This is an optimization exercise on Yosys and OpenROAD, whose aim is small area, not a production implementation.
Where RTL was checked, it was by simulation tests only, not by an equivalence proof against the original.

==> run a <==
==> flow/design.v <==
package calcDataPkg;
	typedef logic [16-1:0] operandT;
	typedef logic [32-1:0] resultT;
endpackage
package calcCtrlPkg;
	typedef logic [4-1:0] opcodeT;
	typedef logic [1:0] errorT;
endpackage
module addSub (
	input  calcDataPkg::operandT a,
	input  calcDataPkg::operandT b,
	input  logic    subtract,
	input  logic    restore,
	output calcDataPkg::operandT diff,
	output logic    carryOut
);
	localparam int N = 16;
	calcDataPkg::operandT bInv;  
	calcDataPkg::operandT gen;   
	calcDataPkg::operandT pro;   
	logic [N:0]           c;     
	logic                 take;  
	assign bInv = b ^ {N{subtract}};
	always_comb
	begin
		gen = a & bInv;
		pro = a | bInv;
		gen[0] = (a[0] & bInv[0]) | (pro[0] & subtract);
		pro[0] = 1'b0;
		for (int d = 1; d < N; d = d * 2)
			for (int j = 2 * d - 1; j < N; j = j + 2 * d)
			begin
				gen[j] = gen[j] | (pro[j] & gen[j - d]);
				pro[j] = pro[j] & pro[j - d];
			end
		for (int d = N / 4; d >= 1; d = d / 2)
			for (int j = 3 * d - 1; j < N; j = j + 2 * d)
			begin
				gen[j] = gen[j] | (pro[j] & gen[j - d]);
				pro[j] = pro[j] & pro[j - d];
			end
	end
	assign c        = {gen, subtract};
	assign carryOut = c[N];
	assign take     = ~restore | carryOut;
	assign diff     = a ^ ((bInv ^ c[N-1:0]) & {N{take}});
endmodule
module arrayMultiplier (
	input  calcDataPkg::operandT a,
	input  calcDataPkg::operandT b,
	output calcDataPkg::resultT  product
);
	localparam int N    = 16;
	localparam int Rows = N - 1;  
	logic [N-1:0] partial [N];     
	logic [N-1:0] augend  [Rows];  
	logic [N-1:0] rowSum  [Rows];
	logic [N:0]   carry   [Rows];  
	genvar i, j;
	generate
		for (i = 0; i < N; i++)
		begin : gPartial
			assign partial[i] = b & {N{a[i]}};
		end
		for (i = 0; i < Rows; i++)
		begin : gRow
			if (i == 0)
			begin : gFirst
				assign augend[i] = {1'b0, partial[0][N-1:1]};
			end
			else
			begin : gNext
				assign augend[i] = {carry[i - 1][N], rowSum[i - 1][N-1:1]};
			end
			assign carry[i][0] = 1'b0;
			for (j = 0; j < N; j++)
			begin : gBit
				if (j == 0)
				begin : gHalf
					assign rowSum[i][j]    = augend[i][j] ^ partial[i + 1][j];
					assign carry[i][j + 1] = augend[i][j] & partial[i + 1][j];
				end
				else
				begin : gFull
					assign rowSum[i][j]    = augend[i][j] ^ partial[i + 1][j] ^ carry[i][j];
					assign carry[i][j + 1] = (augend[i][j] & partial[i + 1][j]) |
					                         (augend[i][j] & carry[i][j]) |
					                         (partial[i + 1][j] & carry[i][j]);
				end
			end
		end
		assign product[0] = partial[0][0];
		for (i = 0; i < Rows - 1; i++)
		begin : gLowBits
			assign product[i + 1] = rowSum[i][0];
		end
	endgenerate
	assign product[2*N-1:Rows] = {carry[Rows - 1][N], rowSum[Rows - 1]};
endmodule
module divRow #(
	parameter int W = 16
) (
	input  logic [W-1:0] trial,    
	input  logic [W-1:0] divisor,  
	input  logic         fits,     
	output logic         q,        
	output logic [W-1:0] rem       
);
	localparam int L = (W > 8) ? 4 : (W > 4) ? 3 : (W > 2) ? 2 : 1;  
	logic [W-1:0] b;          
	logic [W-1:0] gen [L+1];  
	logic [W-1:0] pro [L+1];  
	logic [W:0]   c;          
	logic [W-1:0] diff;
	assign b = ~divisor;
	always_comb
	begin
		gen[0] = trial & b;
		pro[0] = trial | b;
		gen[0][0] = trial[0] | b[0];
		pro[0][0] = 1'b0;
		gen[0][W-1] = gen[0][W-1] & fits;
		pro[0][W-1] = pro[0][W-1] & fits;
	end
	genvar l, j;
	generate
		for (l = 0; l < L; l++)
		begin : gLevel
			for (j = 0; j < W; j++)
			begin : gBit
				if ((j >> l) & 1)
				begin : gMerge
					localparam int M = ((j >> l) << l) - 1;
					assign gen[l + 1][j] = gen[l][j] | (pro[l][j] & gen[l][M]);
					assign pro[l + 1][j] = pro[l][j] & pro[l][M];
				end
				else
				begin : gPass
					assign gen[l + 1][j] = gen[l][j];
					assign pro[l + 1][j] = pro[l][j];
				end
			end
		end
	endgenerate
	assign c    = {gen[L], 1'b1};
	assign diff = b ^ c[W-1:0];
	assign q    = c[W];
	assign rem  = trial ^ (diff & {W{q}});
endmodule
module divider (
	input  calcDataPkg::operandT dividend,
	input  calcDataPkg::operandT divisor,
	input  logic    add,        
	input  logic    sub,        
	output calcDataPkg::operandT quotient,
	output calcDataPkg::operandT remainder,  
	output logic    carryOut,   
	output logic    divByZero
);
	localparam int N = 16;
	logic [N-1:0] rem [N+1];  
	assign divByZero = (divisor == '0);
	assign rem[N]    = '0;
	genvar k;
	generate
		for (k = N - 1; k >= 1; k--)
		begin : gRow
			localparam int W = N - k;  
			logic [W-1:0] trial;
			logic [W-1:0] rowRem;
			logic         fits;
			if (W == 1)
			begin : gTop
				assign trial = dividend[k];
			end
			else
			begin : gMid
				assign trial = {rem[k + 1][W-2:0], dividend[k]};
			end
			assign fits = (divisor[N-1:W] == '0);
			divRow #(.W(W)) uRow (
				.trial   (trial),
				.divisor (divisor[W-1:0]),
				.fits    (fits),
				.q       (quotient[k]),
				.rem     (rowRem)
			);
			assign rem[k] = {{(N-W){1'b0}}, rowRem};
		end
	endgenerate
	addSub uLastRow (
		.a        (add | sub ? dividend : {rem[1][N-2:0], dividend[0]}),
		.b        (divisor),
		.subtract (~add),
		.restore  (~(add | sub)),
		.diff     (rem[0]),
		.carryOut (carryOut)
	);
	assign quotient[0] = carryOut;
	assign remainder = rem[0];
endmodule
module accumulatorCalc (
	input  logic    clk,
	input  logic    reset,
	input  calcCtrlPkg::opcodeT  opcode,
	input  calcDataPkg::operandT operand,
	output calcDataPkg::resultT  result,
	output calcCtrlPkg::errorT   error
);
	calcDataPkg::resultT  acc;      
	calcCtrlPkg::errorT   errReg;   
	calcDataPkg::operandT accLow;   
	calcDataPkg::resultT  nextAcc;
	calcCtrlPkg::errorT   nextErr;
	logic    opAdd, opSub, opMul, opDiv, opMod, opPreset, opReset;
	logic    sumCarry;   
	calcDataPkg::resultT  product;
	calcDataPkg::operandT quotient;
	calcDataPkg::operandT remainder;  
	logic    divByZero;
	logic    takeQuot, takeRem, hold;
	assign accLow = acc[16-1:0];
	assign opAdd    = (opcode == 4'd2);
	assign opSub    = (opcode == 4'd3);
	assign opMul    = (opcode == 4'd4);
	assign opDiv    = (opcode == 4'd5);
	assign opMod    = (opcode == 4'd6);
	assign opPreset = (opcode == 4'd15);
	assign opReset  = (opcode == 4'd1);
	arrayMultiplier uMultiplier (
		.a       (operand),
		.b       (accLow),
		.product (product)
	);
	divider uDivider (
		.dividend  (operand),
		.divisor   (accLow),
		.add       (opAdd),
		.sub       (opSub),
		.quotient  (quotient),
		.remainder (remainder),
		.carryOut  (sumCarry),
		.divByZero (divByZero)
	);
	assign takeQuot = opDiv & ~divByZero;
	assign takeRem  = (opMod & ~divByZero) | opAdd | opSub;
	assign hold     = ~(opAdd | opSub | opMul | takeQuot | (opMod & ~divByZero) | opPreset | opReset);
	assign nextAcc[32-1:16] =
		({16{opMul}} & product[32-1:16]) |
		({16{hold}}  & acc[32-1:16]);
	assign nextAcc[16-1:0] =
		({16{opMul}}    & product[16-1:0]) |
		({16{takeQuot}} & quotient) |
		({16{takeRem}}  & remainder) |
		({16{hold}}     & accLow) |
		16'(opPreset);
	assign nextErr[0] = (opAdd & sumCarry) | (opSub & ~sumCarry);  
	assign nextErr[1] = (opDiv | opMod) & divByZero;
	always_ff @(posedge clk)
	begin
		if (reset)
		begin
			acc    <= '0;
			errReg <= '0;
		end
		else
		begin
			acc    <= nextAcc;
			errReg <= nextErr;
		end
	end
	assign result = acc;
	assign error  = errReg;
endmodule
==> flow/flow/run.sh <==
#!/bin/bash
# The standard layout, with synthesis mapping the logic through an area-oriented ABC script
# and the ports buffered with the smallest buffer.
set -euo pipefail
here=$(pwd)
export FLOW_ABC_SCRIPT=$here/flow/abc.script
export FLOW_ABC_D=20000
export BUFFER_PORTS_ARGS="-buffer_cell sky130_fd_sc_hd__buf_1"
bash standard.sh SYNTH_SCRIPT=$here/flow/synth.tcl "BUFFER_PORTS_ARGS=$BUFFER_PORTS_ARGS" finish > $here/make.log 2>&1
==> flow/flow/abc.script <==
strash
ifraig
dch -f
amap
strash
dch -f
map -a
topo
stime -c
dnsize -c
==> flow/flow/synth.tcl <==
# Standard synthesis (synth_recipe.tcl), with ABC run on an area-oriented script
proc synth {args} { yosys synth -nofsm -noshare {*}$args }
proc abc {args} {
  set i [lsearch -exact $args -script]
  if {$i >= 0} { set args [lreplace $args $i [expr {$i + 1}] -script $::env(FLOW_ABC_SCRIPT)] }
  set j [lsearch -exact $args -D]
  if {$j >= 0} { set args [lreplace $args $j [expr {$j + 1}] -D $::env(FLOW_ABC_D)] }
  puts "abc with: $args"
  yosys abc {*}$args
}
source $::env(SCRIPTS_DIR)/synth.tcl
# left out here: clear keep_hierarchy, flatten, clean up, hide names made inside functions, write 1_2_yosys.v
==> flow/standard.sh <==
#!/bin/bash
# synth_recipe.tcl (not shown) runs the flow's synth.tcl, then flattens the netlist and writes it again
# the make line also repeats each setting of config.mk as NAME=value (left out here)
make -C /OpenROAD-flow-scripts/flow DESIGN_CONFIG=/design/flow/config.mk WORK_HOME=/design/flow/orfs CLKGATE_MAP_FILE= SYNTH_SCRIPT=/design/flow/synth_recipe.tcl "${@:-finish}"
==> flow/config.mk <==
export PLATFORM = sky130hd
export DESIGN_NAME = accumulatorCalc
export DESIGN_NICKNAME = accumulatorCalc
export VERILOG_FILES = /design/flow/design.v
export SDC_FILE = /design/flow/constraint.sdc
export NUM_CORES = 4
export LEC_CHECK = 0
export CAP_MARGIN = 0
export CORE_MARGIN = 2
export CORE_UTILIZATION = 65
export CTS_BUF_LIST = sky130_fd_sc_hd__clkbuf_8
export GPL_TIMING_DRIVEN = 0
export SLEW_MARGIN = 0
==> flow/constraint.sdc <==
create_clock -name core_clock -period 32.0 [get_ports {clk}]
set_input_delay 6.4000 -clock core_clock [delete_from_list [all_inputs] [get_ports {clk}]]
set_output_delay 6.4000 -clock core_clock [all_outputs]
set_load 0.01 [all_outputs]
==> inputs of run b, as changes to run a <==
==> flow/design.v (replaced) <==
package calcDataPkg;
	typedef logic [16-1:0] operandT;
	typedef logic [32-1:0] resultT;
endpackage
package calcCtrlPkg;
	typedef logic [4-1:0] opcodeT;
	typedef logic [1:0] errorT;
endpackage
module addSub (
	input  calcDataPkg::operandT a,
	input  calcDataPkg::operandT b,
	input  logic    subtract,
	output calcDataPkg::operandT diff,
	output logic    carryOut
);
	calcDataPkg::operandT         bInv;   
	logic [16:0] carry;  
	assign bInv     = b ^ {16{subtract}};
	assign carry[0] = subtract;  
	genvar i;
	generate
		for (i = 0; i < 16; i++)
		begin : gFullAdder
			assign diff[i]      = a[i] ^ bInv[i] ^ carry[i];
			assign carry[i + 1] = (a[i] & bInv[i]) | (a[i] & carry[i]) | (bInv[i] & carry[i]);
		end
	endgenerate
	assign carryOut = carry[16];
endmodule
module arrayMultiplier (
	input  calcDataPkg::operandT a,
	input  calcDataPkg::operandT b,
	output calcDataPkg::resultT  product
);
	localparam int N    = 16;
	localparam int Rows = N - 1;  
	logic [N-1:0] partial [N];     
	logic [N-1:0] augend  [Rows];  
	logic [N-1:0] rowSum  [Rows];
	logic [N:0]   carry   [Rows];  
	genvar i, j;
	generate
		for (i = 0; i < N; i++)
		begin : gPartial
			assign partial[i] = b & {N{a[i]}};
		end
		for (i = 0; i < Rows; i++)
		begin : gRow
			if (i == 0)
			begin : gFirst
				assign augend[i] = {1'b0, partial[0][N-1:1]};
			end
			else
			begin : gNext
				assign augend[i] = {carry[i - 1][N], rowSum[i - 1][N-1:1]};
			end
			assign carry[i][0] = 1'b0;
			for (j = 0; j < N; j++)
			begin : gBit
				if (j == 0)
				begin : gHalf
					assign rowSum[i][j]    = augend[i][j] ^ partial[i + 1][j];
					assign carry[i][j + 1] = augend[i][j] & partial[i + 1][j];
				end
				else
				begin : gFull
					assign rowSum[i][j]    = augend[i][j] ^ partial[i + 1][j] ^ carry[i][j];
					assign carry[i][j + 1] = (augend[i][j] & partial[i + 1][j]) |
					                         (augend[i][j] & carry[i][j]) |
					                         (partial[i + 1][j] & carry[i][j]);
				end
			end
		end
		assign product[0] = partial[0][0];
		for (i = 0; i < Rows - 1; i++)
		begin : gLowBits
			assign product[i + 1] = rowSum[i][0];
		end
	endgenerate
	assign product[2*N-1:Rows] = {carry[Rows - 1][N], rowSum[Rows - 1]};
endmodule
module divRow #(
	parameter int W = 16
) (
	input  logic [W-1:0] trial,    
	input  logic [W-1:0] divisor,  
	input  logic         fits,     
	output logic         q,        
	output logic [W-1:0] rem       
);
	localparam int L = (W > 1) ? $clog2(W) : 1;
	logic [W-1:0] b;          
	logic [W-1:0] gen [L+1];  
	logic [W-1:0] pro [L+1];  
	logic [W:0]   c;          
	logic [W-1:0] diff;
	assign b = ~divisor;
	assign gen[0] = {trial[W-1:1] & b[W-1:1], trial[0] | b[0]};
	assign pro[0] = {trial[W-1:1] | b[W-1:1], 1'b0};
	genvar l, j;
	generate
		for (l = 0; l < L; l++)
		begin : gLevel
			for (j = 0; j < W; j++)
			begin : gBit
				if ((j >> l) & 1)
				begin : gMerge
					localparam int M = ((j >> l) << l) - 1;
					assign gen[l + 1][j] = gen[l][j] | (pro[l][j] & gen[l][M]);
					assign pro[l + 1][j] = pro[l][j] & pro[l][M];
				end
				else
				begin : gPass
					assign gen[l + 1][j] = gen[l][j];
					assign pro[l + 1][j] = pro[l][j];
				end
			end
		end
	endgenerate
	assign c    = {gen[L], 1'b1};
	assign diff = b ^ c[W-1:0];
	assign q    = fits & c[W];
	assign rem  = trial ^ (diff & {W{q}});
endmodule
module divider (
	input  calcDataPkg::operandT dividend,
	input  calcDataPkg::operandT divisor,
	output calcDataPkg::operandT quotient,
	output calcDataPkg::operandT remainder,
	output logic    divByZero
);
	localparam int N = 16;
	logic [N-1:0] rem [N+1];  
	assign divByZero = (divisor == '0);
	assign rem[N]    = '0;
	genvar k;
	generate
		for (k = N - 1; k >= 0; k--)
		begin : gRow
			localparam int W = N - k;  
			logic [W-1:0] trial;
			logic [W-1:0] rowRem;
			logic         fits;
			if (W == 1)
			begin : gTop
				assign trial = dividend[k];
				assign fits  = (divisor[N-1:1] == '0);
			end
			else if (W == N)
			begin : gBottom
				assign trial = {rem[k + 1][W-2:0], dividend[k]};
				assign fits  = 1'b1;
			end
			else
			begin : gMid
				assign trial = {rem[k + 1][W-2:0], dividend[k]};
				assign fits  = (divisor[N-1:W] == '0);
			end
			divRow #(.W(W)) uRow (
				.trial   (trial),
				.divisor (divisor[W-1:0]),
				.fits    (fits),
				.q       (quotient[k]),
				.rem     (rowRem)
			);
			if (W == N)
			begin : gFull
				assign rem[k] = rowRem;
			end
			else
			begin : gPart
				assign rem[k] = {{(N-W){1'b0}}, rowRem};
			end
		end
	endgenerate
	assign remainder = rem[0];
endmodule
module accumulatorCalc (
	input  logic    clk,
	input  logic    reset,
	input  calcCtrlPkg::opcodeT  opcode,
	input  calcDataPkg::operandT operand,
	output calcDataPkg::resultT  result,
	output calcCtrlPkg::errorT   error
);
	calcDataPkg::resultT  acc;      
	calcCtrlPkg::errorT   errReg;   
	calcDataPkg::operandT accLow;   
	calcDataPkg::resultT  nextAcc;
	calcCtrlPkg::errorT   nextErr;
	logic    subtract;
	calcDataPkg::operandT diff;
	logic    carryOut;
	calcDataPkg::resultT  product;
	calcDataPkg::operandT quotient;
	calcDataPkg::operandT remainder;
	logic    divByZero;
	assign accLow   = acc[16-1:0];
	assign subtract = (opcode == 4'd3);
	addSub uAddSub (
		.a        (operand),
		.b        (accLow),
		.subtract (subtract),
		.diff     (diff),
		.carryOut (carryOut)
	);
	arrayMultiplier uMultiplier (
		.a       (operand),
		.b       (accLow),
		.product (product)
	);
	divider uDivider (
		.dividend  (operand),
		.divisor   (accLow),
		.quotient  (quotient),
		.remainder (remainder),
		.divByZero (divByZero)
	);
	always_comb
	begin
		nextErr = '0;  
		case (opcode)
			4'd0:   nextAcc = acc;
			4'd1:  nextAcc = '0;
			4'd15: nextAcc = 32'(1);
			4'd2:
			begin
				nextAcc    = 32'(diff);
				nextErr[0] = carryOut;   
			end
			4'd3:
			begin
				nextAcc    = 32'(diff);
				nextErr[0] = ~carryOut;  
			end
			4'd4:    nextAcc = product;
			4'd5:
			begin
				nextAcc    = divByZero ? acc : 32'(quotient);
				nextErr[1] = divByZero;
			end
			4'd6:
			begin
				nextAcc    = divByZero ? acc : 32'(remainder);
				nextErr[1] = divByZero;
			end
			default:         nextAcc = acc;  
		endcase
	end
	always_ff @(posedge clk)
	begin
		if (reset)
		begin
			acc    <= '0;
			errReg <= '0;
		end
		else
		begin
			acc    <= nextAcc;
			errReg <= nextErr;
		end
	end
	assign result = acc;
	assign error  = errReg;
endmodule
==> flow/flow/run.sh (replaced) <==
#!/bin/bash
# The standard layout, with synthesis mapping the logic through an area-oriented ABC script.
set -euo pipefail
here=$(pwd)
export FLOW_ABC_SCRIPT=$here/flow/abc.script
export FLOW_ABC_D=20000
bash standard.sh SYNTH_SCRIPT=$here/flow/synth.tcl finish > $here/make.log 2>&1
==> flow/flow/abc.script (replaced) <==
strash
dch
map -a -B 0.9
topo
stime -c
buffer -c
upsize -c
dnsize -c
Settings changed: CAP_MARGIN 0 to 20, CORE_UTILIZATION 65 to 40, CTS_BUF_LIST sky130_fd_sc_hd__clkbuf_8 to not set, GPL_TIMING_DRIVEN 0 to not set, SLEW_MARGIN 0 to 20.
==> inputs of run c, as changes to run a <==
--- a/flow/design.v
+++ b/flow/design.v
@@ -113,15 +113,8 @@
 	logic [W:0]   c;          
 	logic [W-1:0] diff;
 	assign b = ~divisor;
-	always_comb
-	begin
-		gen[0] = trial & b;
-		pro[0] = trial | b;
-		gen[0][0] = trial[0] | b[0];
-		pro[0][0] = 1'b0;
-		gen[0][W-1] = gen[0][W-1] & fits;
-		pro[0][W-1] = pro[0][W-1] & fits;
-	end
+	assign gen[0] = {trial[W-1:1] & b[W-1:1], trial[0] | b[0]};
+	assign pro[0] = {trial[W-1:1] | b[W-1:1], 1'b0};
 	genvar l, j;
 	generate
 		for (l = 0; l < L; l++)
@@ -144,7 +137,7 @@
 	endgenerate
 	assign c    = {gen[L], 1'b1};
 	assign diff = b ^ c[W-1:0];
-	assign q    = c[W];
+	assign q    = fits & c[W];
 	assign rem  = trial ^ (diff & {W{q}});
 endmodule
 module divider (
==> flow/flow/abc.script (replaced) <==
strash
dch
map -a
topo
stime -c
dnsize -c
Settings changed: CTS_BUF_LIST sky130_fd_sc_hd__clkbuf_8 to not set, GPL_TIMING_DRIVEN 0 to not set.
==> comparison table <==
item	run a	run c	run b
Status	no timing/DRC/antenna violations	no timing/DRC/antenna violations	no timing/DRC/antenna violations
Area growth from synthesis to final layout	11.7%	9.36%	5.62%
Max Clock Skew	0.0144 ns	0.00597 ns	0.00650 ns
Synth Cell Area	12700 µm²	12900 µm²	14300 µm²
Hold Path End	acc[30]$_SDFF_PP0_	acc[16]$_SDFF_PP0_	acc[31]$_SDFFE_PP0P_
Worst R2R Start	acc[13]$_SDFF_PP0_	acc[12]$_SDFF_PP0_	acc[12]$_SDFFE_PP0P_
Layout Cells excl Fill	2182	2248	2420
Starting density of the core	0.657	0.663	0.405
GRT met3 Usage	0.0513	0.0563	0.0377
Via count of the first global-routing pass	11.6k	12.2k	12.4k
Chip Width	144 µm	145 µm	193 µm
Clk Tree Root Cell	sky130_fd_sc_hd__clkbuf_8	sky130_fd_sc_hd__clkbuf_16	sky130_fd_sc_hd__clkbuf_16
Final cell utilization of the core	0.734	0.725	0.428
For run a and run b, only the layout was checked, not whether the RTL still works.

[re-timing with driven ports]
No port has a modelled driver above. Below, the same layouts with a new extraction and two added sets of constraints. Step 1: set_driving_cell puts a clkbuf_16 on clk and a buf_2 on each other input, an assumption about the parent block. Step 2, shift: input delay + t, output delay - t, t = (earliest + latest rising clock arrival at the registers) / 2. This alone moves slack from input paths to output paths. a / b / c = no drivers / after step 1 / after step 2; a / b = the first two.
run | t (ns) | slack for setup (ns) | hold WS [ns] | worst setup path at the end | pins driven straight from the clock port
run a | 0.333 | 1.834 / 1.842 / 1.509 | 0.462 / 0.462 / 0.462 | input to register | 1
run b | 0.337 | 3.267 / 3.287 / 2.951 | 0.464 / 0.464 / 0.464 | input to register | 1
run c | 0.321 | 2.234 / 2.246 / 1.925 | 0.459 / 0.459 / 0.459 | input to register | 1
After both steps every run listed still meets setup and hold. The setup slack of run a, which loses most, moves by +0.008 ns with the drivers and by -0.325 ns with both steps.
